Background: an optimization exercise with open tools, aiming at small area and a short achievable clock period. Do not read the settings as production practice.
In this exercise RTL edits were held to simulation tests only and were not proved equivalent to the original.

## sprite_addr_gen
module sprite_addr_gen #(
  parameter  int N_SPRITES = 4,
  parameter  int COORD_W   = 10,
  parameter  int ADDR_W    = 20,
  parameter  int FRAME_W   = 4,
  parameter  int ANIM_DIV  = 8,
  localparam int ID_W      = (N_SPRITES > 1) ? $clog2(N_SPRITES) : 1
) (
  input  logic                           frame_Clk,
  input  logic                           Reset,
  input  logic [COORD_W-1:0]             DrawX,
  input  logic [COORD_W-1:0]             DrawY,
  input  logic                           vsync_tick,
  input  logic [N_SPRITES-1:0]           anim_enable,
  input  logic [N_SPRITES-1:0]           anim_restart,
  input  logic [N_SPRITES-1:0]           sprite_flip,
  input  logic [N_SPRITES*COORD_W-1:0]   sprite_X,
  input  logic [N_SPRITES*COORD_W-1:0]   sprite_Y,
  input  logic [N_SPRITES*COORD_W-1:0]   sprite_W,
  input  logic [N_SPRITES*COORD_W-1:0]   sprite_H,
  input  logic [N_SPRITES*ADDR_W-1:0]    base_addr,
  input  logic [N_SPRITES*FRAME_W-1:0]   frame_count,
  output logic                           sprite_on,
  output logic [ID_W-1:0]                sprite_id,
  output logic [ADDR_W-1:0]              spriteAddress,
  output logic [N_SPRITES*FRAME_W-1:0]   frame_idx
);
Size in the first run: ~2,000 cells after synthesis, about 42 flip-flops, ~330 I/O pins, ~14,000 sq um of cells after synthesis.
export LEC_CHECK = 0
export ABC_AREA = 1
export CAP_MARGIN = 5
export CORE_MARGIN = 2
export CORE_UTILIZATION = 40
export SETUP_SLACK_MARGIN = 2
export SLEW_MARGIN = 5
export TNS_END_PERCENT = 10
create_clock -name core_clock -period 12.0 [get_ports {frame_Clk}]
standard.sh (not shown) runs the stock make flow with config.mk's settings and CLKGATE_MAP_FILE= SYNTH_SCRIPT=/design/flow/synth_recipe.tcl, a recipe that flattens the netlist after the stock synthesis.
==> flow/flow/run.sh <==
#!/bin/bash
# Standard ORFS layout (the standard.sh, standard synthesis unchanged), except that the
# port buffers that placement inserts on every input and output use sky130_fd_sc_hd__buf_1
# instead of the tool's default pick (clkdlybuf4s50_1, a slow delay cell).
# Each make step's full output goes to its own log in this folder; ORFS's per-step logs stay
# under orfs/logs/.
set -euo pipefail
bash standard.sh synth > synth.log 2>&1
bash standard.sh BUFFER_PORTS_ARGS="-buffer_cell sky130_fd_sc_hd__buf_1" finish > layout.log 2>&1
The baseline completed without violations.
Next try:
Settings changed: CAP_MARGIN 5 to 20, SETUP_SLACK_MARGIN 2 to 3, SLEW_MARGIN 5 to 20.
What happened: Sequential share of layout area hardly moves. Wire length came out lower by 1.5%. Fmax stays flat. Hold slack improved by 0.0066 ns. Non-clock buffer count drops by 20. Via count goes down by 0.96%. Setup slack loses 0.020 ns. Synthesized cell count stays the same.
Next try:
Settings changed: SETUP_SLACK_MARGIN 3 to 2, TNS_END_PERCENT 10 to 5.
Global-route usage does not change.
Synthesized cell count does not change.
Cell count does not change.
Synthesized area is unchanged.
Setup slack stays the same.
Design area is unchanged.
Clock-buffer cell count stays the same.
Core utilization stays the same.
Next try:
==> flow/flow/run.sh (replaced) <==
#!/bin/bash
# Standard ORFS layout (the standard.sh, standard synthesis unchanged), except that:
#  - the port buffers that placement inserts on every input and output use
#    sky130_fd_sc_hd__buf_1 instead of the tool's default pick (clkdlybuf4s50_1);
#  - after global routing, ORFS's power-recovery step (repair_timing -recover_power)
#    downsizes gates off the critical paths.
# Each make step's full output goes to its own log in this folder; ORFS's per-step logs
# stay under orfs/logs/.
set -euo pipefail
bash standard.sh synth > synth.log 2>&1
bash standard.sh BUFFER_PORTS_ARGS="-buffer_cell sky130_fd_sc_hd__buf_1" RECOVER_POWER=100 finish > layout.log 2>&1
Settings changed: TNS_END_PERCENT 5 to 10.
The new run passed the timing, DRC and antenna checks.
Non-clock buffer count is unchanged.
Via count goes up by 0.51%.
Worst setup slack loses 0.36 ns.
Final area is about the same.
Clock skew barely changes.
Final cell count stays the same.
First-iteration DRC count went down by 8.3%.

-- afterwards: timing with drivers on the ports --
The flow's constraints put no driver on any port. The routed layouts listed below were extracted and timed again, unchanged, in two steps. Step 1, drivers: a clkbuf_16 drives frame_Clk and a buf_2 each remaining input, both assumed. Step 2 adds t to the input delays and takes it off the output delays; t is the mean of the earliest and latest rising clock arrival at the registers after step 1. Input paths then give back, and output paths get back, about the clock's delay inside the block. Three values: ideal ports, drivers, drivers and shift; two values: the first two.
run | t (ns) | setup slack, ns | hold slack, ns | worst setup path after step 2
the first run | 0.316 | 1.226 / 1.240 / 0.924 | 0.474 / 0.474 / 0.474 | input to register
the second run | 0.320 | 1.206 / 1.220 / 0.901 | 0.480 / 0.481 / 0.481 | input to register
the third run | 0.320 | 1.206 / 1.220 / 0.901 | 0.480 / 0.481 / 0.481 | input to register
the fourth run | 0.320 | 0.849 / 0.863 / 0.544 | 0.480 / 0.481 / 0.481 | input to register
After both steps setup and hold are still met in every run listed.
